From an optimization exercise on the open Yosys and OpenROAD flow, aimed at small area and a short achievable clock period; shortcuts taken in it are not production practice.
At most, simulation tests tie the RTL to the original design; equivalence was not proved.
No functional check of the RTL was part of runs 3 to 5.
Power is estimated from default activity; no workload was simulated.

**config.mk**
```make
export PLATFORM = sky130hd
export DESIGN_NAME = id_stage_top
export DESIGN_NICKNAME = id_stage_top
export VERILOG_FILES = /design/flow/design.v
export SDC_FILE = /design/flow/constraint.sdc
export NUM_CORES = 4
export LEC_CHECK = 0
export ABC_AREA = 1
export CAP_MARGIN = 20
export CORE_MARGIN = 2
export CORE_UTILIZATION = 40
export SETUP_SLACK_MARGIN = 3.0
export SLEW_MARGIN = 20
```
**constraint.sdc**
```tcl
create_clock -name core_clock -period 12.0 [get_ports {clk}]
set_input_delay 2.4000 -clock core_clock [delete_from_list [all_inputs] [get_ports {clk}]]
set_output_delay 2.4000 -clock core_clock [all_outputs]
set_load 0.01 [all_outputs]
```
**design.v**
```verilog
package rv_isa_pkg;
	typedef enum logic [7-1:0] {
		OPC_LUI    = 7'b0110111,
		OPC_AUIPC  = 7'b0010111,
		OPC_JAL    = 7'b1101111,
		OPC_JALR   = 7'b1100111,
		OPC_BRANCH = 7'b1100011,
		OPC_LOAD   = 7'b0000011,
		OPC_STORE  = 7'b0100011,
		OPC_OP_IMM = 7'b0010011,
		OPC_OP     = 7'b0110011
	} opcode_e;
	localparam logic [3-1:0] F3_JALR    = 3'b000;
	localparam logic [3-1:0] F3_BEQ     = 3'b000;
	localparam logic [3-1:0] F3_BNE     = 3'b001;
	localparam logic [3-1:0] F3_BLT     = 3'b100;
	localparam logic [3-1:0] F3_BGE     = 3'b101;
	localparam logic [3-1:0] F3_BLTU    = 3'b110;
	localparam logic [3-1:0] F3_BGEU    = 3'b111;
	localparam logic [3-1:0] F3_LB      = 3'b000;
	localparam logic [3-1:0] F3_LH      = 3'b001;
	localparam logic [3-1:0] F3_LW      = 3'b010;
	localparam logic [3-1:0] F3_LBU     = 3'b100;
	localparam logic [3-1:0] F3_LHU     = 3'b101;
	localparam logic [3-1:0] F3_SB      = 3'b000;
	localparam logic [3-1:0] F3_SH      = 3'b001;
	localparam logic [3-1:0] F3_SW      = 3'b010;
	localparam logic [3-1:0] F3_ADD_SUB = 3'b000;
	localparam logic [3-1:0] F3_SLL     = 3'b001;
	localparam logic [3-1:0] F3_SLT     = 3'b010;
	localparam logic [3-1:0] F3_SLTU    = 3'b011;
	localparam logic [3-1:0] F3_XOR     = 3'b100;
	localparam logic [3-1:0] F3_SRL_SRA = 3'b101;
	localparam logic [3-1:0] F3_OR      = 3'b110;
	localparam logic [3-1:0] F3_AND     = 3'b111;
	localparam logic [7-1:0] F7_ADD     = 7'b0000000;
	localparam logic [7-1:0] F7_SUB     = 7'b0100000;
	localparam logic [7-1:0] F7_SRL     = 7'b0000000;
	localparam logic [7-1:0] F7_SRA     = 7'b0100000;
	localparam logic [5-1:0] REG_ZERO = '0;  
	typedef struct packed {
		logic [7-1:0]   funct7;
		logic [5-1:0] rs2;
		logic [5-1:0] rs1;
		logic [3-1:0]   funct3;
		logic [5-1:0] rd;
		logic [7-1:0]  opcode;
	} r_fmt_t;
	typedef struct packed {
		logic [11:0]        imm_11_0;
		logic [5-1:0] rs1;
		logic [3-1:0]   funct3;
		logic [5-1:0] rd;
		logic [7-1:0]  opcode;
	} i_fmt_t;
	typedef struct packed {
		logic [6:0]         imm_11_5;
		logic [5-1:0] rs2;
		logic [5-1:0] rs1;
		logic [3-1:0]   funct3;
		logic [4:0]         imm_4_0;
		logic [7-1:0]  opcode;
	} s_fmt_t;
	typedef struct packed {
		logic               imm_12;
		logic [5:0]         imm_10_5;
		logic [5-1:0] rs2;
		logic [5-1:0] rs1;
		logic [3-1:0]   funct3;
		logic [3:0]         imm_4_1;
		logic               imm_11;
		logic [7-1:0]  opcode;
	} b_fmt_t;
	typedef struct packed {
		logic [19:0]        imm_31_12;
		logic [5-1:0] rd;
		logic [7-1:0]  opcode;
	} u_fmt_t;
	typedef struct packed {
		logic               imm_20;
		logic [9:0]         imm_10_1;
		logic               imm_11;
		logic [7:0]         imm_19_12;
		logic [5-1:0] rd;
		logic [7-1:0]  opcode;
	} j_fmt_t;
	typedef union packed {
		r_fmt_t r;
		i_fmt_t i;
		s_fmt_t s;
		b_fmt_t b;
		u_fmt_t u;
		j_fmt_t j;
	} inst_u;
	typedef enum logic [2:0] {
		IMM_NONE  = 3'd0,
		IMM_I     = 3'd1,
		IMM_SHAMT = 3'd2,
		IMM_S     = 3'd3,
		IMM_B     = 3'd4,
		IMM_U     = 3'd5,
		IMM_J     = 3'd6
	} imm_sel_e;
endpackage
package rv_pipe_pkg;
	typedef enum logic [2:0] {
		ALU_NOP = 3'd0,
		ALU_LOG = 3'd1,  
		ALU_ARI = 3'd2,  
		ALU_SHI = 3'd3,
		ALU_JAB = 3'd4,  
		ALU_LAS = 3'd5   
	} alusel_e;
	typedef struct packed {
		logic               re1;
		logic               re2;
		logic [5-1:0] addr1;
		logic [5-1:0] addr2;
	} rf_read_t;
	typedef struct packed {
		logic               we;
		logic [5-1:0] addr;
		logic [32-1:0]   data;
	} fwd_t;
	typedef struct packed {
		logic               valid;
		logic               illegal;
		alusel_e            alusel;
		logic [7-1:0]  opcode;
		logic [3-1:0]   funct3;
		logic [7-1:0]   funct7;
		logic [32-1:0]   reg1;
		logic [32-1:0]   reg2;
		logic [5-1:0] wd;
		logic               wreg;
		logic [32-1:0]   link_addr;
		logic [32-1:0]   inst;
	} id_ex_t;
	typedef struct packed {
		logic             taken;
		logic [32-1:0] target;
	} branch_t;
endpackage
`timescale 1ns/10ps
module inst_decoder (
	input  logic [31:0] inst_i,
	output logic        lui_o,
	output logic        auipc_o,
	output logic        jal_o,
	output logic        jalr_o,    
	output logic        br_o,      
	output logic        ld_o,      
	output logic        st_o,      
	output logic        opi_o,     
	output logic        op_o,      
	output logic        legal_o,
	output logic        re1_o,
	output logic        re2_o,
	output logic [2:0]  alusel_o
);
	logic [6:0] opc;
	logic [2:0] f3;
	logic [6:0] f7;
	logic       f7_zero;
	logic       f7_alt;   
	logic       shift;
	assign opc     = inst_i[6:0];
	assign f3      = inst_i[14:12];
	assign f7      = inst_i[31:25];
	assign f7_zero = f7 == 7'b0000000;
	assign f7_alt  = f7[6] == 1'b0 && f7[4:0] == 5'b00000;
	assign shift   = f3[1:0] == 2'b01;
	assign lui_o   = opc == 7'b0110111;
	assign auipc_o = opc == 7'b0010111;
	assign jal_o   = opc == 7'b1101111;
	assign jalr_o  = opc == 7'b1100111 && f3 == 3'b000;
	assign br_o    = opc == 7'b1100011 && (f3[2] || !f3[1]);
	assign ld_o    = opc == 7'b0000011 && !(f3[1] && f3[0]) && !(f3[2] && f3[1]);
	assign st_o    = opc == 7'b0100011 && !f3[2] && !(f3[1] && f3[0]);
	assign opi_o   = opc == 7'b0010011 &&
		(f3 == 3'b001 ? f7_zero : f3 == 3'b101 ? f7_alt : 1'b1);
	assign op_o    = opc == 7'b0110011 &&
		((f3 == 3'b000 || f3 == 3'b101) ? f7_alt : f7_zero);
	assign legal_o = lui_o | auipc_o | jal_o | jalr_o | br_o | ld_o | st_o | opi_o | op_o;
	assign re1_o   = jalr_o | br_o | ld_o | st_o | opi_o | op_o;
	assign re2_o   = br_o | st_o | op_o;
	always_comb begin
		if (lui_o || auipc_o)
			alusel_o = 3'd1;
		else if (jal_o || jalr_o || br_o)
			alusel_o = 3'd4;
		else if (ld_o || st_o)
			alusel_o = 3'd5;
		else if (opi_o || op_o)
			alusel_o = shift ? 3'd3 : (f3[2] && f3 != 3'b101) ? 3'd1 : 3'd2;
		else
			alusel_o = 3'd0;
	end
endmodule
`timescale 1ns/10ps
module pfx_add32 #(parameter int KIND = 0) (
	input  logic [31:0] a_i,
	input  logic [31:0] b_i,
	output logic [31:0] s_o
);
	logic [31:0] g [6];
	logic [31:0] p [6];
	logic [31:0] c;    
	always_comb begin
		g[0] = a_i & b_i;
		p[0] = a_i ^ b_i;
		for (int l = 1; l < 6; l++) begin
			g[l] = g[l-1];
			p[l] = p[l-1];
		end
		if (KIND == 1) begin
			for (int l = 1; l < 6; l++) begin
				for (int i = 0; i < 32; i++) begin
					if ((i >> (l-1)) % 2 == 1) begin
						int j;
						j = ((i >> (l-1)) << (l-1)) - 1;
						g[l][i] = g[l-1][i] | (p[l-1][i] & g[l-1][j]);
						p[l][i] = p[l-1][i] & p[l-1][j];
					end else begin
						g[l][i] = g[l-1][i];
						p[l][i] = p[l-1][i];
					end
				end
			end
		end else begin
			for (int l = 1; l < 6; l++) begin
				for (int i = 0; i < 32; i++) begin
					if ((i + 1) % (1 << l) == 0) begin
						g[l][i] = g[l-1][i] | (p[l-1][i] & g[l-1][i - (1 << (l-1))]);
						p[l][i] = p[l-1][i] & p[l-1][i - (1 << (l-1))];
					end else begin
						g[l][i] = g[l-1][i];
						p[l][i] = p[l-1][i];
					end
				end
			end
		end
	end
	logic [31:0] gf;   
	always_comb begin
		if (KIND == 1) begin
			gf = g[5];
		end else begin
			logic [31:0] gg;
			gg = g[5];
			for (int l = 4; l >= 1; l--) begin
				for (int i = 0; i < 32; i++) begin
					if ((i + 1) % (1 << l) == (1 << (l-1)) && i >= (1 << l)) begin
						gg[i] = g[l-1][i] | (p[l-1][i] & gg[i - (1 << (l-1))]);
					end
				end
			end
			gf = gg;
		end
	end
	assign c   = {gf[30:0], 1'b0};
	if (KIND == 2) begin : g_plain
		assign s_o = a_i + b_i;
	end else begin : g_pfx
		assign s_o = p[0] ^ c;
	end
endmodule
`timescale 1ns/10ps
module id_stage_top (
	input  logic         clk,
	input  logic         rst_i,
	input  logic         inst_valid_i,
	input  logic [31:0]  pc_i,
	input  logic [31:0]  inst_i,
	input  logic [31:0]  rf_data1_i,
	input  logic [31:0]  rf_data2_i,
	input  logic [37:0]  ex_fwd_i,
	input  logic [37:0]  mem_fwd_i,
	input  logic         stall_i,
	output logic [11:0]  rf_read_o,
	output logic [32:0]  branch_o,
	output logic [155:0] id_ex_o
);
	logic       lui, auipc, jal, jalr, br, ld, st, opi, op, legal, re1, re2;
	logic [2:0] alusel_unused;
	inst_decoder u_dec (
		.inst_i  (inst_i),
		.lui_o   (lui),
		.auipc_o (auipc),
		.jal_o   (jal),
		.jalr_o  (jalr),
		.br_o    (br),
		.ld_o    (ld),
		.st_o    (st),
		.opi_o   (opi),
		.op_o    (op),
		.legal_o (legal),
		.re1_o   (re1),
		.re2_o   (re2),
		.alusel_o(alusel_unused)
	);
	logic [4:0] rs1, rs2;
	assign rs1 = inst_i[19:15];
	assign rs2 = inst_i[24:20];
	assign rf_read_o = {re1, re2, re1 ? rs1 : 5'd0, re2 ? rs2 : 5'd0};
	logic [31:0] imm_i, imm_s, imm_b, imm_u, imm_j, imm_sh;
	assign imm_i  = {{20{inst_i[31]}}, inst_i[31:20]};
	assign imm_s  = {{20{inst_i[31]}}, inst_i[31:25], inst_i[11:7]};
	assign imm_b  = {{20{inst_i[31]}}, inst_i[7], inst_i[30:25], inst_i[11:8], 1'b0};
	assign imm_u  = {inst_i[31:12], 12'b0};
	assign imm_j  = {{12{inst_i[31]}}, inst_i[19:12], inst_i[20], inst_i[30:21], 1'b0};
	assign imm_sh = {27'b0, inst_i[24:20]};
	logic        ex_we, mem_we;
	logic [4:0]  ex_a, mem_a;
	logic [31:0] ex_d, mem_d;
	assign {ex_we, ex_a, ex_d}    = ex_fwd_i;
	assign {mem_we, mem_a, mem_d} = mem_fwd_i;
	logic ex_ok, mem_ok;
	assign ex_ok  = ex_we  && ex_a  != 5'd0;
	assign mem_ok = mem_we && mem_a != 5'd0;
	logic ex_hit1, mem_hit1, ex_hit2, mem_hit2;
	assign ex_hit1  = ex_ok  && ex_a  == rs1;
	assign mem_hit1 = mem_ok && mem_a == rs1;
	assign ex_hit2  = ex_ok  && ex_a  == rs2;
	assign mem_hit2 = mem_ok && mem_a == rs2;
	logic f1_ex, f1_mem, f1_rf, f2_ex, f2_mem, f2_rf;
	assign f1_ex  = ex_hit1;
	assign f1_mem = !ex_hit1 && mem_hit1;
	assign f1_rf  = !ex_hit1 && !mem_hit1;
	assign f2_ex  = ex_hit2;
	assign f2_mem = !ex_hit2 && mem_hit2;
	assign f2_rf  = !ex_hit2 && !mem_hit2;
	logic [31:0] f1, f2;
	assign f1 = ({32{f1_ex}} & ex_d) | ({32{f1_mem}} & mem_d) | ({32{f1_rf}} & rf_data1_i);
	assign f2 = ({32{f2_ex}} & ex_d) | ({32{f2_mem}} & mem_d) | ({32{f2_rf}} & rf_data2_i);
	logic        eq, lt, cond;
	logic [31:0] c1, c2;
	assign c1   = {f1[31] ^ !inst_i[13], f1[30:0]};
	assign c2   = {f2[31] ^ !inst_i[13], f2[30:0]};
	assign lt   = c1 < c2;
	assign eq   = f1 == f2;
	assign cond = (inst_i[14] ? lt : eq) ^ inst_i[12];
	logic        a_rs1;
	logic [31:0] add_a, add_b, sum;
	assign a_rs1 = inst_i[6] && !inst_i[3] && inst_i[2];
	assign add_a = a_rs1 ? f1 : pc_i;
	assign add_b = !inst_i[6] ? imm_u : inst_i[3] ? imm_j : inst_i[2] ? imm_i : imm_b;
	pfx_add32 #(.KIND(1)) u_add (.a_i(add_a), .b_i(add_b), .s_o(sum));
	assign branch_o = {inst_valid_i && !stall_i && (jal || jalr || (br && cond)),
		sum[31:1], sum[0] && !a_rs1};
	logic [31:0] pc4;
	logic [31:0] inc_c;   
	logic [29:0] all1 [6];   
	always_comb begin
		all1[0] = pc_i[31:2];
		for (int l = 1; l < 6; l++) begin
			for (int i = 0; i < 30; i++) begin
				if ((i >> (l-1)) % 2 == 1)
					all1[l][i] = all1[l-1][i] & all1[l-1][((i >> (l-1)) << (l-1)) - 1];
				else
					all1[l][i] = all1[l-1][i];
			end
		end
		inc_c = {all1[5][28:0], 1'b1, 2'b00};
	end
	assign pc4 = pc_i ^ inc_c;
	logic hold, load;
	assign hold = stall_i && !rst_i;
	assign load = !stall_i && !rst_i;
	logic s1_f, s1_u, s1_sum, s1_j;
	assign s1_f   = load && re1;
	assign s1_u   = load && lui;
	assign s1_sum = load && auipc;
	assign s1_j   = load && jal;
	logic        v_q;
	logic [31:0] inst_q, r1_q, r2_q;
	logic [31:0] r1_d;
	assign r1_d = ({32{hold}} & r1_q) | ({32{s1_f}} & f1) | ({32{s1_u}} & imm_u) |
		({32{s1_sum}} & sum) | ({32{s1_j}} & imm_j);
	always_ff @(posedge clk) begin
		v_q    <= (hold && v_q) || (load && inst_valid_i);
		inst_q <= ({32{hold}} & inst_q) | ({32{load}} & inst_i);
		r1_q   <= r1_d;
	end
	always_ff @(posedge clk) begin
		if (!stall_i)
			r2_q <= re2 ? f2 : pc4;
	end
	logic       q_lui, q_auipc, q_jal, q_jalr, q_br, q_ld, q_st, q_opi, q_op, q_legal;
	logic       q_re1, q_re2;
	logic [2:0] q_alusel;
	inst_decoder u_qdec (
		.inst_i  (inst_q),
		.lui_o   (q_lui),
		.auipc_o (q_auipc),
		.jal_o   (q_jal),
		.jalr_o  (q_jalr),
		.br_o    (q_br),
		.ld_o    (q_ld),
		.st_o    (q_st),
		.opi_o   (q_opi),
		.op_o    (q_op),
		.legal_o (q_legal),
		.re1_o   (q_re1),
		.re2_o   (q_re2),
		.alusel_o(q_alusel)
	);
	logic        q_jump, q_keep_f7;
	logic [2:0]  q_f3;
	logic [6:0]  q_f7;
	logic [31:0] q_reg2, q_link;
	assign q_jump    = q_jal || q_jalr;
	assign q_keep_f7 = q_alusel == 3'd3 || (q_op && inst_q[14:12] == 3'b000);
	assign q_f3      = (q_lui || q_auipc || q_jal) ? 3'd0 : inst_q[14:12];
	assign q_f7      = q_keep_f7 ? inst_q[31:25] : 7'd0;
	logic        q_sel_r1, q_sel_imm, q_shift;
	logic [31:0] q_imm;
	assign q_shift   = inst_q[13:12] == 2'b01;
	assign q_sel_r1  = q_lui || q_auipc || q_jal;
	assign q_sel_imm = q_jalr || q_ld || q_opi;
	assign q_imm     = (q_opi && q_shift) ? {27'd0, inst_q[24:20]} : {{20{inst_q[31]}}, inst_q[31:20]};
	assign q_reg2    = ({32{q_re2}} & r2_q) | ({32{q_sel_r1}} & r1_q) | ({32{q_sel_imm}} & q_imm);
	assign q_link    = q_jump ? r2_q : 32'd0;
	assign id_ex_o = {v_q, v_q && !q_legal, q_alusel, inst_q[6:0], q_f3, q_f7,
		r1_q, q_reg2, inst_q[11:7], q_legal && !q_br && !q_st, q_link, inst_q};
endmodule
```
**flow/run.sh**
```bash
#!/bin/bash
# Standard ORFS layout; the only change is the cell that buffer_ports puts
# on every input and output port (a plain buffer instead of the default
# delay-buffer choice). Every tool's output goes to orfs/logs and flow.log.
set -euo pipefail
export BUFFER_PORTS_ARGS="-buffer_cell sky130_fd_sc_hd__buf_1"
bash standard.sh finish > flow.log 2>&1
```
**standard.sh**
```bash
#!/bin/bash
# synth_recipe.tcl (not shown) runs the flow's synth.tcl, then flattens the netlist and writes it again
# the make line also repeats each setting of config.mk as NAME=value (left out here)
make -C /OpenROAD-flow-scripts/flow DESIGN_CONFIG=/design/flow/config.mk WORK_HOME=/design/flow/orfs CLKGATE_MAP_FILE= SYNTH_SCRIPT=/design/flow/synth_recipe.tcl "${@:-finish}"
```
==> results of run 1 <==
-- sequential cells by signal, summed over array words and instances (netlist names) --
| register | count |
|---|---|
| r2_q | 32 |
| r1_q | 32 |
| v_q | 1 |
| inst_q | 32 |
-- repair_timing --
item	CTS	global route
setup buffers	5	7
setup endpoints to repair	24	20
pin swaps	2	9
hold buffers	0	0
resized for setup	15	47
gates cloned	0	2
-- worst max-delay path: stages --
cell and delay (ns):
buf_1 0.20, inv_2 0.28, nand2_1 0.08, nand2_1 0.06, nand2_1 0.05, nor2_1 0.12
nand3_1 0.12, buf_4 0.22, nand2_2 0.20, clkinvlp_4 0.15, buf_12 0.16, a221oi_1 0.47
ha_1 0.25, nand2_1 0.05, a21oi_1 0.20, nand2_1 0.11, nor3_1 0.27, nand3_1 0.25
nand3_1 0.19, nand3_1 0.15, a21oi_1 0.21, buf_1 0.19
-- final timing paths --
kind | startpoint | to | slack [ns]
min | inst_q[7] | inst_q[7] | 0.47
max reg2reg | r1_q[5] | r1_q[5] | 11.00
max | inst_i[21] | branch_o[32] | 3.22
min reg2reg | inst_q[7] | inst_q[7] | 0.47
-- metal layers --
layer	part of all wire	GRT usage
met1	0.43	0.494
met2	0.45	0.573
met3	0.081	0.0447
met4	0.038	0.128
met5	0	0
-- cells by family after synthesis --
kind of cell / after synthesis
compound gates: 343
xor+xnor: 44
fa+ha+maj: 70
buf+inv: 309
flops: 97
other cells: 1
simple gates: 651
-- power by group --
part	switching, mW	internal, mW
clock network	0.164	0.148
logic	0.263	0.127
registers	0.0115	0.357
total	0.438	0.633
-- placed cells by master (no fill, tap or decap), types with 10 or more instances in the layout --
master and count:
nand3_1 64, ha_1 64, nor2_1 118, o22ai_1 27, o211ai_1 49, xor2_1 33
a22oi_1 14, a221oi_1 27, a21oi_1 67, dfxtp_1 65, o21ai_0 90, nor3_1 17
edfxtp_1 32, clkbuf_2 10, nand2_2 12, inv_2 21, o221ai_1 13, buf_1 386
buf_4 19, nand2_1 386, o21ai_1 15, nand4_1 13, inv_1 202
-- layout make-up --
class	count	area [um^2]	share of cell area
tap	324	405	0.0336
inverter	228	867	0.0720
timing repair buffer	427	1770	0.147
timing repair inverter	2	12.5	0.00104
clock inverter	7	72.6	0.00602
multi-input combinational	1114	6440	0.534
sequential	97	2260	0.188
clock buffer	9	225	0.0187
-- synth_stat cells (2+ instances only) --
library cell	instances	area, um^2
nand2_1	393	1480
inv_1	205	769
nor2_1	123	462
o21ai_0	92	460
a21oi_1	69	345
nand3_1	66	330
dfxtp_1	65	1300
ha_1	65	813
o211ai_1	49	368
clkbuf_1	48	180
a221oi_1	34	298
xor2_1	34	298
edfxtp_1	32	961
o22ai_1	27	169
buf_4	21	158
inv_2	20	75.1
nor3_1	18	90.1
a22oi_1	14	105
o21ai_1	14	70.1
nand4_1	13	81.3
o221ai_1	13	114
xnor2_1	10	87.6
a22o_1	8	70.1
buf_2	7	35.0
nand2_2	7	43.8
nor4_1	7	43.8
nor2_4	6	67.6
o2111ai_1	6	52.6
buf_1	5	18.8
fa_1	5	100
a21o_1	3	22.5
nand3b_1	3	22.5
o21bai_1	3	22.5
or2_2	3	18.8
a211oi_1	2	15.0
a21boi_1	2	15.0
a31oi_1	2	12.5
and2_1	2	12.5
clkinv_1	2	7.51
nand2_4	2	22.5
-- metrics by stage --
stage | power (mW) | area [um^2] | hold slack (ns)
after global placement | 0.741 | 11400 | 0.456
after floorplan | 0.590 | 9790 | 0.463
after CTS | 1.05 | 11800 | 0.472
final | 1.07 | 12000 | 0.469
after detailed placement | 0.742 | 11400 | 0.457
after global routing | 1.11 | 12000 | 0.493
==> results.tsv, run 1 <==
stage	metric	value	unit
critical_path	Worst Setup Start Kind	input pin	
synth	cells after synthesis	1515	
sta	Tcrit/Tclk final	0.731	
clock_network	clock sink count	97	
clock_network	Worst-path clk slew	0.09	ns
sta	setup TNS	0	ns
place	Setup WS pre-CTS	2.33	ns
power	power density over the cells	88.9	mW/mm^2
die	Rows	57	
finish	area added between synthesis and finish	23.3	%
hold_path	hold path cells	2	
finish	Fillers	2682	
grt	GRT overflow	0	
routing	ANT nets after route	0	
finish	Layout Utilization	0.498	
clock_network	CTS buffer count	9	
die	core area	0.0242	mm^2
place	DP Wirelength	39500	um
critical_path	CP max FO	15	
critical_path	crit end category	output pin	
grt	first-pass GRT wire length	69200	um
clock_network	CTS tree	done	
die	die height	160	um
clock_network	H-tree levels	3	
die	Die W	160	um
critical_path	Worst EP arrival	6.38	ns
routing	WL/cell	21.9	um
sta	RSZ-0062 raised after global routing	yes	
sta	Final min period	8.78	ns
grt	initial antenna violation count	0	
grt	pin count of the biggest net entering global routing	61	
finish	share of layout cells above drive strength 1	0.0743	
synth	post-synthesis mux area share	0	
die	Ports	409	
synth	register bit count reported by yosys	97	
die	initial core utilization	0.404	
routing	drt first pass iters	5	
synth	Seq/Total Area, Yosys	0.232	
routing	# DRC	0	
routing	Iteration-0 DRC Markers	1434	
outcome	status	finished clean	
sta	Slew Viols, Final	0	
routing	Vias/cell	5.56	
run	total of max-cap violations	0	
hold_path	Hold Path Class	reg -> reg	
critical_path	worst path required time	9.60	ns
synth	adder-cell area share of the yosys netlist	0.0935	
clock_network	clk root buf	clkbuf_16	
sta	measured slew at the worst slew-check pin	0.963	ns
sta	skew final	0	ns
place	DP Cell Count	2178	
critical_path	worst setup path class	in -> out	
grt	Tot GR Track Use	0.357	
routing	DR vias	12300	
synth	complex-gate fraction of the synthesized area	0.224	
sta	max frequency	114	MHz
finish	Antenna diodes	0	
synth	post-synth cell types	55	
synth	syn_area_per_cell	6.45	um^2
sta	Max-slew headroom	0.355	
clock_network	CTS Buffer Depth	2	
synth	Mapped Area	0.00977	mm^2
synth	Synth async-reset ratio	0	
finish	final net count	2157	
power	Max rail drop VDD	0.0000676	V
synth	largest family of logic cells by synthesized area	simple AND/OR/NAND/NOR gates	
clock_network	Worst-Skew Late Latency	0.36	ns
place	Port Buf Inserts	402	
routing	routed wire length	48300	um
sta	Setup WS post-layout	3.22	ns
finish	final cell count without fillers	2208	
synth	top_reg_cell synth	dfxtp_1	
synth	EDFF count, synth	32	
synth	Post-Synth Simple-Gate Area	0.283	
grt	vias in the first global route	11000	
critical_path	r2r worst-path depth	4	
synth	post-synthesis xor/xnor area fraction	0.0395	
synth	Synthesis Warnings	6	
power	Pleak	5.51	nW
sta	final hold violations	0	
sta	Final setup viols	0	
place	gpl congestion	0.992	
die	full die area	0.0257	mm^2
==> run 2: changes to the inputs <==
--- a/config.mk
+++ b/config.mk
@@ -8,6 +8,7 @@
 export ABC_AREA = 1
 export CAP_MARGIN = 20
 export CORE_MARGIN = 2
-export CORE_UTILIZATION = 40
+export CORE_UTILIZATION = 45
+export PLACE_DENSITY = 0.65
 export SETUP_SLACK_MARGIN = 3.0
 export SLEW_MARGIN = 20
==> results.tsv, run 2 <==
stage	metric	value	unit
critical_path	worst reg2reg path startpoint	inst_q[14]	
synth	top-count cell post-synth	nand2_1	
finish	Final Cell Area	0.0120	mm^2
place	Port Buf Inserts	402	
place	DP Wirelength	39100	um
synth	Synthesis Warnings	6	
sta	skew final	0	ns
critical_path	CP max FO	30	
synth	register bit count reported by yosys	97	
clock_network	CTS Buffer Depth	2	
sta	final hold violations	0	
synth	EDFF count, synth	32	
finish	most common cell after layout, fill and taps aside	buf_1	
sta	measured slew at the worst slew-check pin	0.989	ns
finish	final net count	2160	
synth	Seq/Total Area, Yosys	0.232	
hold_path	Hold Path Class	reg -> reg	
routing	# DRC	0	
grt	Tot GR Track Use	0.405	
clock_network	clk root buf	clkbuf_16	
synth	syn_area_per_cell	6.45	um^2
die	core area	0.0212	mm^2
synth	Synth top area share	0.151	
place	DP Area	0.0113	mm^2
clock_network	Worst-path clk slew	0.08	ns
die	Die W	151	um
sta	Max-slew headroom	0.340	
critical_path	r2r worst-path depth	2	
die	die height	151	um
hold_path	hold path cells	2	
place	gpl congestion	1.03	
sta	Final min period	8.82	ns
outcome	status	finished clean	
finish	area added between synthesis and finish	22.8	%
sta	Setup WS post-layout	3.18	ns
routing	WL/cell	22.3	um
critical_path	CP Capture Point	branch_o[30]	
place	Setup WS pre-CTS	2.33	ns
grt	GRT overflow	0	
clock_network	Worst-Skew Late Latency	0.37	ns
clock_network	cts hold-fix bufs	0	
synth	Post-synth top cells	nand2_1 (393), inv_1 (205), nor2_1 (123), o21ai_0 (92), a21oi_1 (69)	
routing	ANT nets after route	0	
synth	cells after synthesis	1515	
critical_path	worst path required time	9.60	ns
sta	Final setup viols	0	
sta	setup TNS	0	ns
grt	initial antenna violation count	0	
synth	dominant cells by area after synthesis	nand2_1 (15%), dfxtp_1 (13%), edfxtp_1 (9.8%)	
critical_path	worst setup path class	in -> out	
synth	top_reg_cell synth	dfxtp_1	
synth	Synth async-reset ratio	0	
clock_network	H-tree levels	3	
die	Rows	53	
routing	Iteration-0 DRC Markers	1234	
routing	routed wire length	48200	um
clock_network	CTS tree	done	
clock_network	CTS buffer count	9	
die	initial core utilization	0.462	
sta	RSZ-0062 raised after global routing	yes	
grt	pin count of the biggest net entering global routing	61	
critical_path	slowest stage delay, CP	0.35	ns
grt	first-pass GRT wire length	68000	um
critical_path	Worst EP arrival	6.42	ns
routing	Vias/cell	5.79	
critical_path	r2r endpoint	inst_q[14]	
critical_path	crit path from	mem_fwd_i[33]	
sta	Slew Viols, Final	0	
power	power density over the cells	89.4	mW/mm^2
finish	Layout Utilization	0.567	
die	Ports	409	
critical_path	crit end category	output pin	
grt	vias in the first global route	11100	
power	Final Power	1.07	mW
sta	WHS	0.475	ns
finish	final cell count without fillers	2163	
finish	commonest non-fill, non-tap cells in the layout	buf_1 (390), nand2_1 (388), inv_1 (201), nor2_1 (118), o21ai_0 (90)	
finish	biggest regs	inst_q x32, r1_q x32, r2_q x32	
power	Max rail drop VDD	0.0000899	V
sta	max frequency	113	MHz
critical_path	Worst Setup Start Kind	input pin	
critical_path	slowest CP cell	fa_2	
die	full die area	0.0229	mm^2
synth	area leader, netlist	nand2_1	
place	DP Cell Count	2126	
sta	Tcrit/Tclk final	0.735	
clock_network	clock sink count	97	
synth	post-synth cell types	55	
critical_path	most used cell, CP	nand2_1	
finish	share of layout cells above drive strength 1	0.0737	
run	total of max-cap violations	0	
routing	drt first pass iters	6	
critical_path	R2R Setup Slk	11.09	ns
routing	DR vias	12500	
power	Pleak	5.51	nW
synth	Mapped Area	0.00977	mm^2
-- run 2: cell counts after synthesis --
No cell type changed its count.
-- run 2: cell families after synthesis --
group                      after synthesis  synth area share
DFF                                     97             0.232
xor gates and xnor gates                44            0.0395
buffers and inverters                  309             0.128
other                                    1          0.000384
adders and majority gates               70            0.0935
AOI/OAI and AO/OA                      343             0.224
and+or+nand+nor                        651             0.283
-- run 2: critical path: cells and delay by family --
| family | cells | cell delay (ns) |
|---|---|---|
| buf+inv | 5 | 0.72 |
| compound gates | 7 | 1.20 |
| xor+xnor | 1 | 0.21 |
| simple gates | 14 | 1.33 |
| fa+ha+maj | 2 | 0.55 |
-- run 2: area by class of cell --
| type | instances | area (um^2) |
|---|---|---|
| Timing Repair Buffer | 431 | 1780 |
| Clock buffer | 9 | 225 |
| Antenna cell | 1 | 2.50 |
| Sequential cell | 97 | 2260 |
| Multi-Input combinational cell | 1114 | 6430 |
| Timing Repair inverter | 1 | 7.51 |
| Inverter | 228 | 872 |
| Fill cell | 2215 | 9160 |
| Clock inverter | 7 | 68.8 |
| Tap cell | 275 | 344 |
-- run 2: metal layers --
layer / vias up / GRT usage / part of all wire
li1: 5797 / - / -
met1: 5812 / 0.542 / 0.41
met2: 819 / 0.645 / 0.45
met3: 94 / 0.0822 / 0.10
met4: 0 / 0.146 / 0.036
met5: - / 0 / 0
-- run 2: where the power goes --
part           internal, mW  total [mW]  switching, mW
Sequential            0.357       0.370         0.0134
Combinational         0.127       0.393          0.266
Clock                 0.147       0.308          0.161
-- run 2: what timing repair did --
item,4_1_cts,5_1_grt
gates resized for setup,20,39
cloned,1,0
setup buffers,8,11
pin swaps,3,14
setup endpoints to repair,25,21
endpoints found under the hold margin,0,0
-- run 2: worst min path at each step --
| stage | from | endpoint | slack, ns |
|---|---|---|---|
| 2_1_floorplan | v_q | v_q | 0.46 |
| 3_3_place_gp | inst_q[16] | inst_q[16] | 0.45 |
| 3_5_place_dp | inst_q[7] | inst_q[7] | 0.46 |
| 4_1_cts | inst_q[7] | inst_q[7] | 0.47 |
| 5_1_grt | inst_q[20] | inst_q[20] | 0.51 |
| 6_report | inst_q[7] | inst_q[7] | 0.47 |
==> run 3: changes to the inputs <==
--- a/design.v
+++ b/design.v
@@ -345,7 +345,7 @@
 	assign a_rs1 = inst_i[6] && !inst_i[3] && inst_i[2];
 	assign add_a = a_rs1 ? f1 : pc_i;
 	assign add_b = !inst_i[6] ? imm_u : inst_i[3] ? imm_j : inst_i[2] ? imm_i : imm_b;
-	pfx_add32 #(.KIND(1)) u_add (.a_i(add_a), .b_i(add_b), .s_o(sum));
+	pfx_add32 #(.KIND(2)) u_add (.a_i(add_a), .b_i(add_b), .s_o(sum));
 	assign branch_o = {inst_valid_i && !stall_i && (jal || jalr || (br && cond)),
 		sum[31:1], sum[0] && !a_rs1};
 	logic [31:0] pc4;
--- a/config.mk
+++ b/config.mk
@@ -8,7 +8,6 @@
 export ABC_AREA = 1
 export CAP_MARGIN = 20
 export CORE_MARGIN = 2
-export CORE_UTILIZATION = 45
-export PLACE_DENSITY = 0.65
+export CORE_UTILIZATION = 40
 export SETUP_SLACK_MARGIN = 3.0
 export SLEW_MARGIN = 20
==> results.tsv, run 3 <==
stage	metric	value	unit
critical_path	CP max FO	5	
power	Max rail drop VDD	0.0000580	V
finish	area added between synthesis and finish	24.8	%
synth	top_reg_cell synth	dfxtp_1	
finish	biggest regs	inst_q x32, r1_q x32, r2_q x32	
clock_network	Worst-path clk slew	0.09	ns
routing	Vias/cell	5.65	
synth	dominant cells by area after synthesis	nand2_1 (16%), dfxtp_1 (13%), edfxtp_1 (9.6%)	
synth	Synthesis Warnings	6	
synth	Seq/Total Area, Yosys	0.225	
clock_network	CTS buffer count	9	
synth	register bit count reported by yosys	97	
place	DP Wirelength	40300	um
clock_network	Worst-Skew Late Latency	0.36	ns
finish	area occupied by multi-input gates	0.00679	mm^2
grt	GRT overflow	0	
critical_path	crit end category	output pin	
sta	max frequency	112	MHz
synth	top-count cell post-synth	nand2_1	
finish	Reg area	0.00226	mm^2
synth	Post-synth top cells	nand2_1 (417), inv_1 (211), nor2_1 (136), o21ai_0 (116), a21oi_1 (70)	
routing	routed wire length	50400	um
sta	setup TNS	0	ns
sta	Max-slew headroom	0.278	
die	Ports	409	
die	full die area	0.0264	mm^2
place	Setup WS pre-CTS	2.18	ns
power	Final Power	1.10	mW
power	power density over the cells	87.9	mW/mm^2
power	Pleak	5.68	nW
synth	Synth top area share	0.156	
synth	EDFF count, synth	32	
hold_path	Hold Path Class	reg -> reg	
place	DP Cell Count	2234	
finish	most common cell after layout, fill and taps aside	nand2_1	
finish	final net count	2233	
synth	Mapped Area	0.0100	mm^2
die	initial core utilization	0.411	
finish	Layout Utilization	0.513	
sta	final hold violations	0	
clock_network	cts hold-fix bufs	0	
finish	Fillers	2654	
clock_network	CTS Buffer Depth	2	
synth	cells after synthesis	1576	
routing	DR vias	12900	
grt	pin count of the biggest net entering global routing	62	
sta	Setup WS post-layout	3.06	ns
die	Rows	57	
place	gpl congestion	0.984	
grt	first-pass GRT wire length	70800	um
sta	Final setup viols	0	
sta	Tcrit/Tclk final	0.745	
clock_network	clk root buf	clkbuf_16	
die	die height	162	um
synth	area leader, netlist	nand2_1	
synth	syn_area_per_cell	6.37	um^2
clock_network	CTS tree	done	
outcome	status	finished clean	
routing	drt first pass iters	6	
clock_network	clock sink count	97	
finish	share of layout cells above drive strength 1	0.0744	
synth	post-synth cell types	56	
run	total of max-cap violations	0	
critical_path	Worst EP arrival	6.54	ns
grt	initial antenna violation count	0	
grt	vias in the first global route	11900	
finish	commonest non-fill, non-tap cells in the layout	nand2_1 (413), buf_1 (394), inv_1 (206), nor2_1 (130), o21ai_0 (115)	
sta	skew final	0	ns
clock_network	H-tree levels	3	
finish	Antenna diodes	0	
synth	Synth async-reset ratio	0	
routing	ANT nets after route	0	
finish	final cell count without fillers	2286	
sta	Final min period	8.94	ns
routing	# DRC	0	
routing	Iteration-0 DRC Markers	1211	
critical_path	Worst Setup Start Kind	input pin	
die	Die W	162	um
sta	RSZ-0062 raised after global routing	yes	
critical_path	worst setup path class	in -> out	
sta	Slew Viols, Final	0	
grt	Tot GR Track Use	0.362	
critical_path	worst path required time	9.60	ns
routing	WL/cell	22.0	um
die	core area	0.0245	mm^2
place	Port Buf Inserts	402	
sta	measured slew at the worst slew-check pin	1.08	ns
==> run 3: cell count changes in the layout (fill, tap and decap cells not counted), moves of 9 or more <==
cell / previous run / this run
buf_4: 24 / 33
inv_2: 21 / 9
nand2_1: 388 / 413
nor2_1: 118 / 130
o21ai_0: 90 / 115
o21ai_1: 15 / 6
o22ai_1: 27 / 17
==> run 3: power by group <==
group / internal (mW) / total [mW] / leakage [nW] / switching [mW]
Combinational: 0.138 / 0.427 / 4.69 / 0.289
Sequential: 0.357 / 0.369 / 0.843 / 0.0119
Clock: 0.147 / 0.306 / 0.142 / 0.159
==> run 3: cell families (layout without fill, tap and decap cells) <==
logic type | Yosys count | count (layout) | share of synthesized area
AOI/OAI and AO/OA | 365 | 365 | 0.230
xor gates and xnor gates | 50 | 50 | 0.0436
adders and majority gates | 68 | 68 | 0.0855
buffers and inverters | 305 | 683 | 0.123
DFF | 97 | 97 | 0.225
other | 1 | 6 | 0.000373
and+or+nand+nor | 690 | 693 | 0.292
==> run 3: timing repair <==
action | in CTS | in global routing
setup buffers | 4 | 26
pin swaps | 4 | 13
resized for setup | 24 | 43
cloned | 0 | 6
setup endpoints to repair | 21 | 13
==> run 3: final timing paths <==
kind	start	endpoint	slack, ns	cells after the start
hold reg to reg	inst_q[18]	inst_q[18]	0.48	2
setup / recovery	inst_i[24]	branch_o[32]	3.06	23
hold / removal	inst_q[18]	inst_q[18]	0.48	2
setup reg to reg	r1_q[1]	r1_q[1]	10.76	4
==> run 3: final cells by class <==
cell class / count / share of cell area
clock inverters: 7 / 0.00559
multi-input cells: 1182 / 0.542
inverters: 223 / 0.0705
clock buffers: 9 / 0.0180
well taps: 324 / 0.0323
repair inverters: 3 / 0.00180
flip-flops and latches: 97 / 0.180
repair buffers: 441 / 0.150
==> run 3: through the flow <==
| step | hold WS, ns | area [um^2] |
|---|---|---|
| 5_1_grt | 0.513 | 12500 |
| 6_report | 0.483 | 12500 |
| 3_5_place_dp | 0.456 | 11700 |
| 4_1_cts | 0.483 | 12100 |
| 3_3_place_gp | 0.450 | 11700 |
| 2_1_floorplan | 0.462 | 10100 |
==> run 3: metal layers <==
layer	track usage	up-vias	wire, um
li1	-	6058	-
met1	0.442	6042	19600
met2	0.637	686	24200
met3	0.0509	122	4240
met4	0.156	0	2350
met5	0	-	0
==> run 3: worst max-delay path: stages <==
cell and delay (ns):
buf_1 0.17, inv_2 0.25, nand2_1 0.08, nand2_1 0.06, inv_1 0.04, nor2_1 0.15
nand3_1 0.33, nand2_2 0.27, clkinvlp_4 0.19, buf_4 0.19, a221oi_1 0.47, ha_1 0.24
nand2_1 0.06, inv_1 0.10, nand3_1 0.08, nor3_1 0.42, a211oi_1 0.22, nand2_1 0.16
nand2_1 0.07, nand2_1 0.06, nand3_1 0.16, a21oi_1 0.19, buf_1 0.17
==> run 4: changes to the inputs <==
--- a/design.v
+++ b/design.v
@@ -259,11 +259,30 @@
 		end
 	end
 	assign c   = {gf[30:0], 1'b0};
-	if (KIND == 2) begin : g_plain
-		assign s_o = a_i + b_i;
-	end else begin : g_pfx
-		assign s_o = p[0] ^ c;
+	assign s_o = p[0] ^ c;
+endmodule
+module cmp32 (
+	input  logic [31:0] a_i,
+	input  logic [31:0] b_i,
+	output logic        lt_o,
+	output logic        eq_o
+);
+	logic [31:0] l [6];
+	logic [31:0] e [6];
+	always_comb begin
+		l[0] = ~a_i & b_i;
+		e[0] = ~(a_i ^ b_i);
+		for (int k = 1; k < 6; k++) begin
+			l[k] = '0;
+			e[k] = '0;
+			for (int i = 0; i < (32 >> k); i++) begin
+				l[k][i] = l[k-1][2*i+1] | (e[k-1][2*i+1] & l[k-1][2*i]);
+				e[k][i] = e[k-1][2*i+1] & e[k-1][2*i];
+			end
+		end
 	end
+	assign lt_o = l[5][0];
+	assign eq_o = e[5][0];
 endmodule
 `timescale 1ns/10ps
 module id_stage_top (
@@ -333,19 +352,27 @@
 	logic [31:0] f1, f2;
 	assign f1 = ({32{f1_ex}} & ex_d) | ({32{f1_mem}} & mem_d) | ({32{f1_rf}} & rf_data1_i);
 	assign f2 = ({32{f2_ex}} & ex_d) | ({32{f2_mem}} & mem_d) | ({32{f2_rf}} & rf_data2_i);
-	logic        eq, lt, cond;
-	logic [31:0] c1, c2;
-	assign c1   = {f1[31] ^ !inst_i[13], f1[30:0]};
-	assign c2   = {f2[31] ^ !inst_i[13], f2[30:0]};
-	assign lt   = c1 < c2;
-	assign eq   = f1 == f2;
-	assign cond = (inst_i[14] ? lt : eq) ^ inst_i[12];
+	logic eq, lt_u, lt_s, cond;
+	cmp32 u_cmp (.a_i(f1), .b_i(f2), .lt_o(lt_u), .eq_o(eq));
+	assign lt_s = (f1[31] != f2[31]) ? f1[31] : lt_u;
+	always_comb begin
+		case (inst_i[14:12])
+			3'b000:  cond = eq;
+			3'b001:  cond = !eq;
+			3'b100:  cond = lt_s;
+			3'b101:  cond = !lt_s;
+			3'b110:  cond = lt_u;
+			3'b111:  cond = !lt_u;
+			default: cond = 1'b0;
+		endcase
+	end
 	logic        a_rs1;
 	logic [31:0] add_a, add_b, sum;
 	assign a_rs1 = inst_i[6] && !inst_i[3] && inst_i[2];
-	assign add_a = a_rs1 ? f1 : pc_i;
+	assign add_a = ({32{a_rs1 && f1_ex}} & ex_d) | ({32{a_rs1 && f1_mem}} & mem_d) |
+		({32{a_rs1 && f1_rf}} & rf_data1_i) | ({32{!a_rs1}} & pc_i);
 	assign add_b = !inst_i[6] ? imm_u : inst_i[3] ? imm_j : inst_i[2] ? imm_i : imm_b;
-	pfx_add32 #(.KIND(2)) u_add (.a_i(add_a), .b_i(add_b), .s_o(sum));
+	pfx_add32 #(.KIND(1)) u_add (.a_i(add_a), .b_i(add_b), .s_o(sum));
 	assign branch_o = {inst_valid_i && !stall_i && (jal || jalr || (br && cond)),
 		sum[31:1], sum[0] && !a_rs1};
 	logic [31:0] pc4;
@@ -367,24 +394,31 @@
 	logic hold, load;
 	assign hold = stall_i && !rst_i;
 	assign load = !stall_i && !rst_i;
-	logic s1_f, s1_u, s1_sum, s1_j;
-	assign s1_f   = load && re1;
+	logic s1_ex, s1_mem, s1_rf, s1_u, s1_sum, s1_j;
+	logic s2_ex, s2_mem, s2_rf, s2_pc4;
+	assign s1_ex  = load && re1 && ex_hit1;
+	assign s1_mem = load && re1 && !ex_hit1 && mem_hit1;
+	assign s1_rf  = load && re1 && !ex_hit1 && !mem_hit1;
 	assign s1_u   = load && lui;
 	assign s1_sum = load && auipc;
 	assign s1_j   = load && jal;
+	assign s2_ex  = load && re2 && ex_hit2;
+	assign s2_mem = load && re2 && !ex_hit2 && mem_hit2;
+	assign s2_rf  = load && re2 && !ex_hit2 && !mem_hit2;
+	assign s2_pc4 = load && !re2;
 	logic        v_q;
 	logic [31:0] inst_q, r1_q, r2_q;
-	logic [31:0] r1_d;
-	assign r1_d = ({32{hold}} & r1_q) | ({32{s1_f}} & f1) | ({32{s1_u}} & imm_u) |
-		({32{s1_sum}} & sum) | ({32{s1_j}} & imm_j);
+	logic [31:0] r1_d, r2_d;
+	assign r1_d = ({32{hold}} & r1_q) | ({32{s1_ex}} & ex_d) | ({32{s1_mem}} & mem_d) |
+		({32{s1_rf}} & rf_data1_i) | ({32{s1_u}} & imm_u) | ({32{s1_sum}} & sum) |
+		({32{s1_j}} & imm_j);
+	assign r2_d = ({32{hold}} & r2_q) | ({32{s2_ex}} & ex_d) | ({32{s2_mem}} & mem_d) |
+		({32{s2_rf}} & rf_data2_i) | ({32{s2_pc4}} & pc4);
 	always_ff @(posedge clk) begin
 		v_q    <= (hold && v_q) || (load && inst_valid_i);
 		inst_q <= ({32{hold}} & inst_q) | ({32{load}} & inst_i);
 		r1_q   <= r1_d;
-	end
-	always_ff @(posedge clk) begin
-		if (!stall_i)
-			r2_q <= re2 ? f2 : pc4;
+		r2_q   <= r2_d;
 	end
 	logic       q_lui, q_auipc, q_jal, q_jalr, q_br, q_ld, q_st, q_opi, q_op, q_legal;
 	logic       q_re1, q_re2;
--- a/config.mk
+++ b/config.mk
@@ -5,9 +5,9 @@
 export SDC_FILE = /design/flow/constraint.sdc
 export NUM_CORES = 4
 export LEC_CHECK = 0
-export ABC_AREA = 1
 export CAP_MARGIN = 20
 export CORE_MARGIN = 2
-export CORE_UTILIZATION = 40
-export SETUP_SLACK_MARGIN = 3.0
+export CORE_UTILIZATION = 50
+export PLACE_DENSITY = 0.65
+export SETUP_SLACK_MARGIN = 4.0
 export SLEW_MARGIN = 20
==> results.tsv, run 4 <==
stage	metric	value	unit
hold_path	WHS Endpoint	r2_q[25]	
finish	final net count	2088	
routing	ANT nets after route	0	
die	initial core utilization	0.505	
die	Die W	146	um
power	Net Sw Power	0.475	mW
sta	max frequency	111	MHz
power	Final Power	1.18	mW
clock_network	Worst-path clk slew	0.07	ns
power	Internal	0.709	mW
hold_path	Hold Path Class	reg -> reg	
power	Max rail drop VDD	0.0000704	V
place	gpl congestion	0.994	
place	Port Buf Inserts	402	
sta	Final min period	8.99	ns
clock_network	CTS Buffer Depth	2	
synth	top-count cell post-synth	nand2_1	
place	DP Cell Count	1974	
synth	EDFF count, synth	0	
synth	area leader, netlist	dfxtp_1	
critical_path	Worst Setup Start Kind	input pin	
routing	routed wire length	47300	um
routing	DR vias	12900	
clock_network	CTS tree	done	
routing	drt first pass iters	8	
synth	Synthesis Warnings	9	
critical_path	r2r worst-path depth	2	
sta	RSZ-0062 raised after global routing	yes	
clock_network	cts hold-fix bufs	0	
sta	Final setup viols	0	
power	Sw Share	0.401	
critical_path	slowest stage delay, CP	0.55	ns
routing	WL/cell	22.7	um
synth	Mapped Area	0.0101	mm^2
outcome	status	finished clean	
run	total of max-cap violations	0	
critical_path	crit end category	output pin	
synth	top_reg_cell synth	dfxtp_1	
critical_path	largest delay contributor family on the critical path	compound AO/OA/AOI/OAI gates	
critical_path	Worst EP arrival	6.59	ns
clock_network	clock sink count	97	
critical_path	worst path required time	9.60	ns
synth	Synth top area share	0.191	
critical_path	worst setup path class	in -> out	
clock_network	CTS buffer count	9	
synth	syn_area_per_cell	7.26	um^2
synth	dominant cells by area after synthesis	dfxtp_1 (19%), mux2i_1 (10%), ha_1 (8.3%)	
critical_path	cell breakdown of the critical path	buf_8 -> or4_4 -> o21ai_4 -> nor4_4 -> buf_12 -> clkbuf_16 -> mux2i_1 -> nor2_2 -> a21oi_2 -> o21ai_1 -> ha_4 -> a21oi_1 -> o21ai_0 -> a21oi_2 -> nand2_4 -> a31o_1 -> a21oi_2 -> o21ai_2 -> xnor2_2 -> buf_2	
power	Pleak	5.82	nW
clock_network	H-tree levels	3	
hold_path	hold path startpoint	r2_q[25]	
sta	Slew Viols, Final	0	
critical_path	buffer and inverter count on the worst path	4	
synth	Synth async-reset ratio	0	
die	die height	146	um
critical_path	r2r endpoint	r1_q[15]	
finish	area occupied by multi-input gates	0.00860	mm^2
power	Clock Power Share	0.235	
sta	skew final	0	ns
sta	Max-slew headroom	0.255	
sta	setup TNS	0	ns
synth	cells after synthesis	1397	
place	DP Wirelength	34300	um
die	Rows	52	
hold_path	hold path cells	2	
power	Combinational Power Share	0.466	
synth	register bit count reported by yosys	97	
grt	GRT overflow	0	
grt	initial antenna violation count	1	
power	power density over the cells	84.7	mW/mm^2
sta	measured slew at the worst slew-check pin	1.12	ns
finish	area added between synthesis and finish	37.6	%
synth	Post-synth top cells	nand2_1 (164), nor2_1 (130), o21ai_1 (103), mux2i_1 (102)	
die	core area	0.0201	mm^2
finish	biggest regs	inst_q x32, r1_q x32, r2_q x32	
finish	Antenna diodes	0	
finish	most common cell after layout, fill and taps aside	buf_1	
finish	Fillers	1794	
grt	pin count of the biggest net entering global routing	71	
routing	Iteration-0 DRC Markers	1578	
power	Reg power frac	0.299	
grt	vias in the first global route	11400	
finish	Reg area	0.00194	mm^2
routing	# DRC	0	
routing	Vias/cell	6.19	
grt	first-pass GRT wire length	68200	um
critical_path	CP max FO	8	
finish	final cell count without fillers	2082	
synth	post-synth cell types	65	
die	full die area	0.0215	mm^2
critical_path	worst reg2reg path startpoint	r1_q[15]	
sta	final hold violations	0	
critical_path	slowest CP cell	or4_4	
finish	commonest non-fill, non-tap cells in the layout	buf_1 (356), nand2_1 (161), nor2_1 (114), dfxtp_1 (97), mux2i_1 (93)	
clock_network	clk root buf	clkbuf_16	
finish	share of layout cells above drive strength 1	0.180	
grt	Tot GR Track Use	0.410	
critical_path	most used cell, CP	a21oi_2	
synth	Seq/Total Area, Yosys	0.191	
critical_path	R2R Setup Slk	10.77	ns
clock_network	Worst-Skew Late Latency	0.36	ns
sta	Tcrit/Tclk final	0.749	
die	Ports	409	
-- run 4: cell types whose count changed after synthesis, sizes merged, moves of 36 or more --
cell / before / now
nand3: 66 / 28
mux2i: 0 / 102
nand2: 424 / 164
o211ai: 55 / 8
and2: 4 / 53
inv: 222 / 39
clkbuf: 48 / 84
-- run 4: cell type report --
class / instances / area share
Multi-Input combinational cell: 1148 / 0.616
Timing Repair Buffer: 513 / 0.192
Sequential cell: 97 / 0.139
Tap cell: 270 / 0.0242
Clock buffer: 10 / 0.0164
Inverter: 39 / 0.0105
Clock inverter: 5 / 0.00233
-- run 4: worst min-delay path: stages, from the launching register on --
cell	delay [ns]
dfxtp_1	0.33
nand2_1	0.06
a21oi_1	0.05
-- run 4: kinds of logic after synthesis --
kind of cell | after synthesis | share of synthesized area
xor gates and xnor gates | 71 | 0.0613
other | 1 | 0.000370
and+or+nand+nor | 495 | 0.234
DFF | 97 | 0.191
AOI/OAI and AO/OA | 399 | 0.250
muxes | 104 | 0.103
adders and majority gates | 72 | 0.0925
buffers and inverters | 158 | 0.0676
-- run 4: repair_timing --
item                                    CTS  global route
resized for setup                       119           123
hold endpoints to repair                  0             0
buffers inserted                         46            43
endpoints found under the setup margin   31            31
cloned                                    3             1
pin swaps                                38            68
-- run 4: stage by stage --
step	util	cell area (um^2)	hold slack (ns)	worst slack, ns
finish	0.695	14000	0.477	3.01
global route	0.695	14000	0.490	2.90
CTS	0.649	13100	0.473	3.16
detailed placement	0.593	11900	0.464	2.22
global placement	0.593	11900	0.454	2.36
floorplan	-	10600	0.435	3.66
-- run 4: power groups by stage --
stage | Combinational (mW) | Clock [mW] | Sequential, mW
after floorplan | 0.263 | 0 | 0.356
after global placement | 0.406 | 0 | 0.360
after detailed placement | 0.407 | 0 | 0.361
after CTS | 0.459 | 0.276 | 0.353
after global routing | 0.583 | 0.292 | 0.355
final | 0.552 | 0.278 | 0.354
-- run 4: worst max-delay path by stage --
stage	from	end	cells after the start
final	mem_fwd_i[34]	branch_o[22]	20
after floorplan	mem_fwd_i[33]	branch_o[29]	18
after global placement	inst_i[17]	branch_o[30]	16
after global routing	mem_fwd_i[32]	branch_o[22]	20
after CTS	ex_fwd_i[34]	branch_o[30]	20
after detailed placement	inst_i[17]	branch_o[28]	17
-- run 4: routing by layer --
metal | wire [um] | vias up | track usage | share of wire
met5 | 10 | - | 0 | 0.00021
met4 | 2210 | 2 | 0.149 | 0.047
met3 | 5230 | 150 | 0.0709 | 0.11
met2 | 20700 | 902 | 0.633 | 0.44
met1 | 19200 | 6010 | 0.575 | 0.41
li1 | - | 5832 | - | -
==> run 5: changes to the inputs <==
--- a/design.v
+++ b/design.v
@@ -334,24 +334,14 @@
 	logic [31:0] ex_d, mem_d;
 	assign {ex_we, ex_a, ex_d}    = ex_fwd_i;
 	assign {mem_we, mem_a, mem_d} = mem_fwd_i;
-	logic ex_ok, mem_ok;
-	assign ex_ok  = ex_we  && ex_a  != 5'd0;
-	assign mem_ok = mem_we && mem_a != 5'd0;
 	logic ex_hit1, mem_hit1, ex_hit2, mem_hit2;
-	assign ex_hit1  = ex_ok  && ex_a  == rs1;
-	assign mem_hit1 = mem_ok && mem_a == rs1;
-	assign ex_hit2  = ex_ok  && ex_a  == rs2;
-	assign mem_hit2 = mem_ok && mem_a == rs2;
-	logic f1_ex, f1_mem, f1_rf, f2_ex, f2_mem, f2_rf;
-	assign f1_ex  = ex_hit1;
-	assign f1_mem = !ex_hit1 && mem_hit1;
-	assign f1_rf  = !ex_hit1 && !mem_hit1;
-	assign f2_ex  = ex_hit2;
-	assign f2_mem = !ex_hit2 && mem_hit2;
-	assign f2_rf  = !ex_hit2 && !mem_hit2;
+	assign ex_hit1  = ex_we  && rs1 != 5'd0 && ex_a  == rs1;
+	assign mem_hit1 = mem_we && rs1 != 5'd0 && mem_a == rs1;
+	assign ex_hit2  = ex_we  && rs2 != 5'd0 && ex_a  == rs2;
+	assign mem_hit2 = mem_we && rs2 != 5'd0 && mem_a == rs2;
 	logic [31:0] f1, f2;
-	assign f1 = ({32{f1_ex}} & ex_d) | ({32{f1_mem}} & mem_d) | ({32{f1_rf}} & rf_data1_i);
-	assign f2 = ({32{f2_ex}} & ex_d) | ({32{f2_mem}} & mem_d) | ({32{f2_rf}} & rf_data2_i);
+	assign f1 = ex_hit1 ? ex_d : mem_hit1 ? mem_d : rf_data1_i;
+	assign f2 = ex_hit2 ? ex_d : mem_hit2 ? mem_d : rf_data2_i;
 	logic eq, lt_u, lt_s, cond;
 	cmp32 u_cmp (.a_i(f1), .b_i(f2), .lt_o(lt_u), .eq_o(eq));
 	assign lt_s = (f1[31] != f2[31]) ? f1[31] : lt_u;
@@ -369,33 +359,27 @@
 	logic        a_rs1;
 	logic [31:0] add_a, add_b, sum;
 	assign a_rs1 = inst_i[6] && !inst_i[3] && inst_i[2];
-	assign add_a = ({32{a_rs1 && f1_ex}} & ex_d) | ({32{a_rs1 && f1_mem}} & mem_d) |
-		({32{a_rs1 && f1_rf}} & rf_data1_i) | ({32{!a_rs1}} & pc_i);
+	assign add_a = a_rs1 ? f1 : pc_i;
 	assign add_b = !inst_i[6] ? imm_u : inst_i[3] ? imm_j : inst_i[2] ? imm_i : imm_b;
 	pfx_add32 #(.KIND(1)) u_add (.a_i(add_a), .b_i(add_b), .s_o(sum));
 	assign branch_o = {inst_valid_i && !stall_i && (jal || jalr || (br && cond)),
 		sum[31:1], sum[0] && !a_rs1};
 	logic [31:0] pc4;
 	logic [31:0] inc_c;   
-	logic [29:0] all1 [6];   
 	always_comb begin
-		all1[0] = pc_i[31:2];
-		for (int l = 1; l < 6; l++) begin
-			for (int i = 0; i < 30; i++) begin
-				if ((i >> (l-1)) % 2 == 1)
-					all1[l][i] = all1[l-1][i] & all1[l-1][((i >> (l-1)) << (l-1)) - 1];
-				else
-					all1[l][i] = all1[l-1][i];
-			end
-		end
-		inc_c = {all1[5][28:0], 1'b1, 2'b00};
+		inc_c = '0;
+		inc_c[2] = 1'b1;
+		for (int i = 3; i < 32; i++)
+			inc_c[i] = inc_c[i-1] & pc_i[i-1];
 	end
 	assign pc4 = pc_i ^ inc_c;
 	logic hold, load;
 	assign hold = stall_i && !rst_i;
 	assign load = !stall_i && !rst_i;
 	logic s1_ex, s1_mem, s1_rf, s1_u, s1_sum, s1_j;
-	logic s2_ex, s2_mem, s2_rf, s2_pc4;
+	logic s2_ex, s2_mem, s2_rf, s2_u, s2_sum, s2_pc4, s2_sh, s2_i;
+	logic shift_i;
+	assign shift_i = inst_i[13:12] == 2'b01;
 	assign s1_ex  = load && re1 && ex_hit1;
 	assign s1_mem = load && re1 && !ex_hit1 && mem_hit1;
 	assign s1_rf  = load && re1 && !ex_hit1 && !mem_hit1;
@@ -405,7 +389,11 @@
 	assign s2_ex  = load && re2 && ex_hit2;
 	assign s2_mem = load && re2 && !ex_hit2 && mem_hit2;
 	assign s2_rf  = load && re2 && !ex_hit2 && !mem_hit2;
-	assign s2_pc4 = load && !re2;
+	assign s2_u   = load && lui;
+	assign s2_sum = load && auipc;
+	assign s2_pc4 = load && (jal || jalr);
+	assign s2_sh  = load && opi && shift_i;
+	assign s2_i   = load && (ld || (opi && !shift_i));
 	logic        v_q;
 	logic [31:0] inst_q, r1_q, r2_q;
 	logic [31:0] r1_d, r2_d;
@@ -413,7 +401,8 @@
 		({32{s1_rf}} & rf_data1_i) | ({32{s1_u}} & imm_u) | ({32{s1_sum}} & sum) |
 		({32{s1_j}} & imm_j);
 	assign r2_d = ({32{hold}} & r2_q) | ({32{s2_ex}} & ex_d) | ({32{s2_mem}} & mem_d) |
-		({32{s2_rf}} & rf_data2_i) | ({32{s2_pc4}} & pc4);
+		({32{s2_rf}} & rf_data2_i) | ({32{s2_u}} & imm_u) | ({32{s2_sum}} & sum) |
+		({32{s2_pc4}} & pc4) | ({32{s2_sh}} & imm_sh) | ({32{s2_i}} & imm_i);
 	always_ff @(posedge clk) begin
 		v_q    <= (hold && v_q) || (load && inst_valid_i);
 		inst_q <= ({32{hold}} & inst_q) | ({32{load}} & inst_i);
@@ -447,13 +436,7 @@
 	assign q_keep_f7 = q_alusel == 3'd3 || (q_op && inst_q[14:12] == 3'b000);
 	assign q_f3      = (q_lui || q_auipc || q_jal) ? 3'd0 : inst_q[14:12];
 	assign q_f7      = q_keep_f7 ? inst_q[31:25] : 7'd0;
-	logic        q_sel_r1, q_sel_imm, q_shift;
-	logic [31:0] q_imm;
-	assign q_shift   = inst_q[13:12] == 2'b01;
-	assign q_sel_r1  = q_lui || q_auipc || q_jal;
-	assign q_sel_imm = q_jalr || q_ld || q_opi;
-	assign q_imm     = (q_opi && q_shift) ? {27'd0, inst_q[24:20]} : {{20{inst_q[31]}}, inst_q[31:20]};
-	assign q_reg2    = ({32{q_re2}} & r2_q) | ({32{q_sel_r1}} & r1_q) | ({32{q_sel_imm}} & q_imm);
+	assign q_reg2    = !q_jump ? r2_q : q_jal ? r1_q : {{20{inst_q[31]}}, inst_q[31:20]};
 	assign q_link    = q_jump ? r2_q : 32'd0;
 	assign id_ex_o = {v_q, v_q && !q_legal, q_alusel, inst_q[6:0], q_f3, q_f7,
 		r1_q, q_reg2, inst_q[11:7], q_legal && !q_br && !q_st, q_link, inst_q};
--- a/config.mk
+++ b/config.mk
@@ -7,7 +7,6 @@
 export LEC_CHECK = 0
 export CAP_MARGIN = 20
 export CORE_MARGIN = 2
-export CORE_UTILIZATION = 50
-export PLACE_DENSITY = 0.65
-export SETUP_SLACK_MARGIN = 4.0
+export CORE_UTILIZATION = 40
+export SETUP_SLACK_MARGIN = 3.5
 export SLEW_MARGIN = 20
==> results.tsv, run 5 <==
stage	metric	value	unit
outcome	status	finished clean	
routing	routed wire length	54600	um
finish	share of layout cells above drive strength 1	0.165	
finish	final net count	2137	
finish	commonest non-fill, non-tap cells in the layout	buf_1 (367), nand2_1 (172), nor2_1 (119), a21oi_1 (113), o21ai_0 (105)	
sta	RSZ-0062 raised after global routing	yes	
routing	# DRC	0	
routing	drt first pass iters	9	
critical_path	worst path required time	9.60	ns
finish	Final Cell Area	0.0140	mm^2
finish	most common cell after layout, fill and taps aside	buf_1	
synth	dominant cells by area after synthesis	dfxtp_1 (18%), mux2i_1 (11%), ha_1 (11%)	
sta	final hold violations	0	
power	power density over the cells	83.7	mW/mm^2
clock_network	clk root buf	clkbuf_16	
run	total of max-cap violations	0	
power	Internal	0.701	mW
clock_network	clock sink count	97	
routing	ANT nets after route	0	
critical_path	Worst Setup Start Kind	input pin	
power	Pleak	5.82	nW
power	Sw Share	0.403	
synth	post-synth cell types	81	
power	Clock Power Share	0.282	
sta	Setup WS post-layout	3.33	ns
critical_path	worst setup path class	in -> out	
synth	Synth async-reset ratio	0	
synth	Synthesis Warnings	8	
clock_network	CTS Buffer Depth	2	
grt	vias in the first global route	12800	
place	Port Buf Inserts	402	
routing	Vias/cell	6.20	
synth	top_reg_cell synth	dfxtp_1	
power	Reg power frac	0.290	
grt	pin count of the biggest net entering global routing	65	
routing	Iteration-0 DRC Markers	1368	
synth	Synth top area share	0.185	
clock_network	H-tree levels	3	
synth	syn_area_per_cell	7.36	um^2
place	DP Area	0.0121	mm^2
power	Max rail drop VDD	0.0000550	V
place	gpl congestion	0.993	
grt	initial antenna violation count	2	
clock_network	CTS buffer count	9	
die	Rows	59	
clock_network	Worst-Skew Late Latency	0.37	ns
synth	register bit count reported by yosys	97	
power	Net Sw Power	0.473	mW
sta	Max-slew headroom	0.326	
synth	Post-synth top cells	nand2_1 (178), a21oi_1 (143), o21ai_0 (126), nor2_1 (125), mux2i_1 (113)	
grt	first-pass GRT wire length	78200	um
sta	setup TNS	0	ns
sta	skew final	0	ns
clock_network	Worst-path clk slew	0.09	ns
critical_path	Worst EP arrival	6.27	ns
sta	Slew Viols, Final	0	
grt	Tot GR Track Use	0.370	
place	Setup WS pre-CTS	1.94	ns
finish	Layout Utilization	0.541	
hold_path	Hold Path Class	reg -> reg	
synth	Mapped Area	0.0105	mm^2
finish	Fillers	2623	
place	DP Wirelength	39800	um
die	initial core utilization	0.406	
routing	WL/cell	25.1	um
power	Final Power	1.17	mW
synth	EDFF count, synth	0	
sta	Tcrit/Tclk final	0.723	
die	core area	0.0259	mm^2
synth	top-count cell post-synth	nand2_1	
grt	GRT overflow	0	
die	Ports	409	
sta	Final setup viols	0	
synth	area leader, netlist	dfxtp_1	
die	die height	166	um
finish	biggest regs	inst_q x32, r1_q x32, r2_q x32	
die	full die area	0.0276	mm^2
finish	area added between synthesis and finish	33.3	%
synth	cells after synthesis	1429	
synth	Seq/Total Area, Yosys	0.185	
sta	measured slew at the worst slew-check pin	1.01	ns
critical_path	CP max FO	8	
sta	max frequency	115	MHz
power	Combinational Power Share	0.428	
clock_network	CTS tree	done	
routing	DR vias	13500	
sta	Final min period	8.67	ns
critical_path	crit end category	output pin	
die	Die W	166	um
==> run 5: cells by family (layout without fill, tap and decap cells) <==
kind of cell,after synthesis,in the layout,share of synthesized area
AO/OA/AOI/OAI,438,439,0.263
XOR/XNOR,49,49,0.0415
adder cells (fa/ha/maj),95,95,0.117
buffers and inverters,160,564,0.0695
flip-flops,97,97,0.185
multiplexers,119,119,0.114
other,1,9,0.000357
AND/OR/NAND/NOR,470,470,0.210
==> run 5: metal layers <==
metal  part of all wire  up-vias  wire [um]  GRT usage
met2               0.46      885      25100      0.613
met5                  0        -          0          0
li1                   -     5992          -          -
met4              0.077        0       4210      0.242
met1               0.37     6398      20400      0.450
met3              0.091      221       4970     0.0491
==> run 5: worst paths after layout <==
| path | depth (start not counted) | slack [ns] | endpoint | startpoint |
|---|---|---|---|---|
| max reg2reg | 3 | 10.73 | r2_q[21] | r2_q[21] |
| min reg2reg | 2 | 0.50 | v_q | v_q |
| min | 2 | 0.50 | v_q | v_q |
| max | 21 | 3.33 | branch_o[21] | inst_i[17] |
==> run 5: per-stage QoR <==
stage / cells / hold WS [ns]
6_report: 2177 / 0.503
3_5_place_dp: 2072 / 0.491
2_1_floorplan: 1434 / 0.454
4_1_cts: 2131 / 0.507
5_1_grt: 2176 / 0.529
3_3_place_gp: 2072 / 0.480
==> run 5: power by group through the flow <==
| stage | Clock [mW] | Combinational (mW) | Sequential (mW) |
|---|---|---|---|
| 2_1_floorplan | 0 | 0.237 | 0.347 |
| 3_3_place_gp | 0 | 0.389 | 0.347 |
| 3_5_place_dp | 0 | 0.391 | 0.348 |
| 4_1_cts | 0.329 | 0.446 | 0.340 |
| 5_1_grt | 0.340 | 0.534 | 0.342 |
| 6_report | 0.331 | 0.502 | 0.340 |
==> run 5: area by class of cell <==
type	instances	area [um^2]	share of cell area
Clock buffer	9	225	0.0161
Timing Repair Buffer	513	2620	0.187
Tap cell	335	419	0.0299
Inverter	35	135	0.00964
Sequential cell	97	1940	0.139
Antenna cell	3	7.51	0.000536
Clock inverter	7	83.8	0.00598
Multi-Input combinational cell	1178	8580	0.612
==> run 5: repair_timing <==
item / 4_1_cts / 5_1_grt
hold buffers: 0 / 0
endpoints found under the setup margin: 31 / 32
cloned: 2 / 4
buffers inserted: 41 / 39
pin swaps: 39 / 43
gates resized for setup: 131 / 102
==> run 5: worst max-delay path: stages <==
cell	delay [ns]
buf_12	0.11
or4_4	0.54
nor2_4	0.16
nor3_4	0.07
buf_4	0.17
clkbuf_16	0.19
mux2i_2	0.21
nor2_1	0.07
a21oi_2	0.27
o21ai_1	0.12
ha_1	0.33
nand4_1	0.20
a2111oi_4	0.23
buf_4	0.20
nand3_4	0.10
buf_4	0.15
buf_6	0.10
nand3b_1	0.17
a21oi_2	0.10
xnor2_2	0.20
buf_2	0.17

## afterwards: timing with drivers on the ports
In the flow no input, the clock included, has a driving cell. The finished layouts below were timed again as built, in two steps.
Step 1 assumes that a clkbuf_16 drives the clock port and a buf_2 every other input.
Step 2 times the ports against the registers' clock, not the clock port: input delays grow and output delays shrink by t, the midpoint of the rising clock arrivals with the driver on.
a / b / c = ideal ports / drivers / drivers and shift; a / b = the first two.
run | shift t [ns] | setup WS [ns] | worst hold slack (ns) | worst setup path at the end | slew at the worst register clock pin (ns)
run 1 | 0.404 | 3.223 / 3.200 / 3.200 | 0.469 / 0.469 / 0.469 | input to output | 0.09 / 0.09
run 2 | 0.406 | 3.178 / 3.147 / 3.147 | 0.475 / 0.475 / 0.475 | input to output | 0.09 / 0.09
run 3 | 0.409 | 3.057 / 3.031 / 3.031 | 0.483 / 0.483 / 0.483 | input to output | 0.09 / 0.09
run 4 | 0.406 | 3.012 / 2.960 / 2.960 | 0.477 / 0.477 / 0.477 | input to output | 0.07 / 0.07
run 5 | 0.414 | 3.327 / 3.278 / 3.278 | 0.503 / 0.503 / 0.503 | input to output | 0.09 / 0.09
After both steps every run listed still meets setup and hold. For run 4, which loses most, drivers alone change the setup slack by -0.052 ns; drivers and shift together by -0.052 ns.
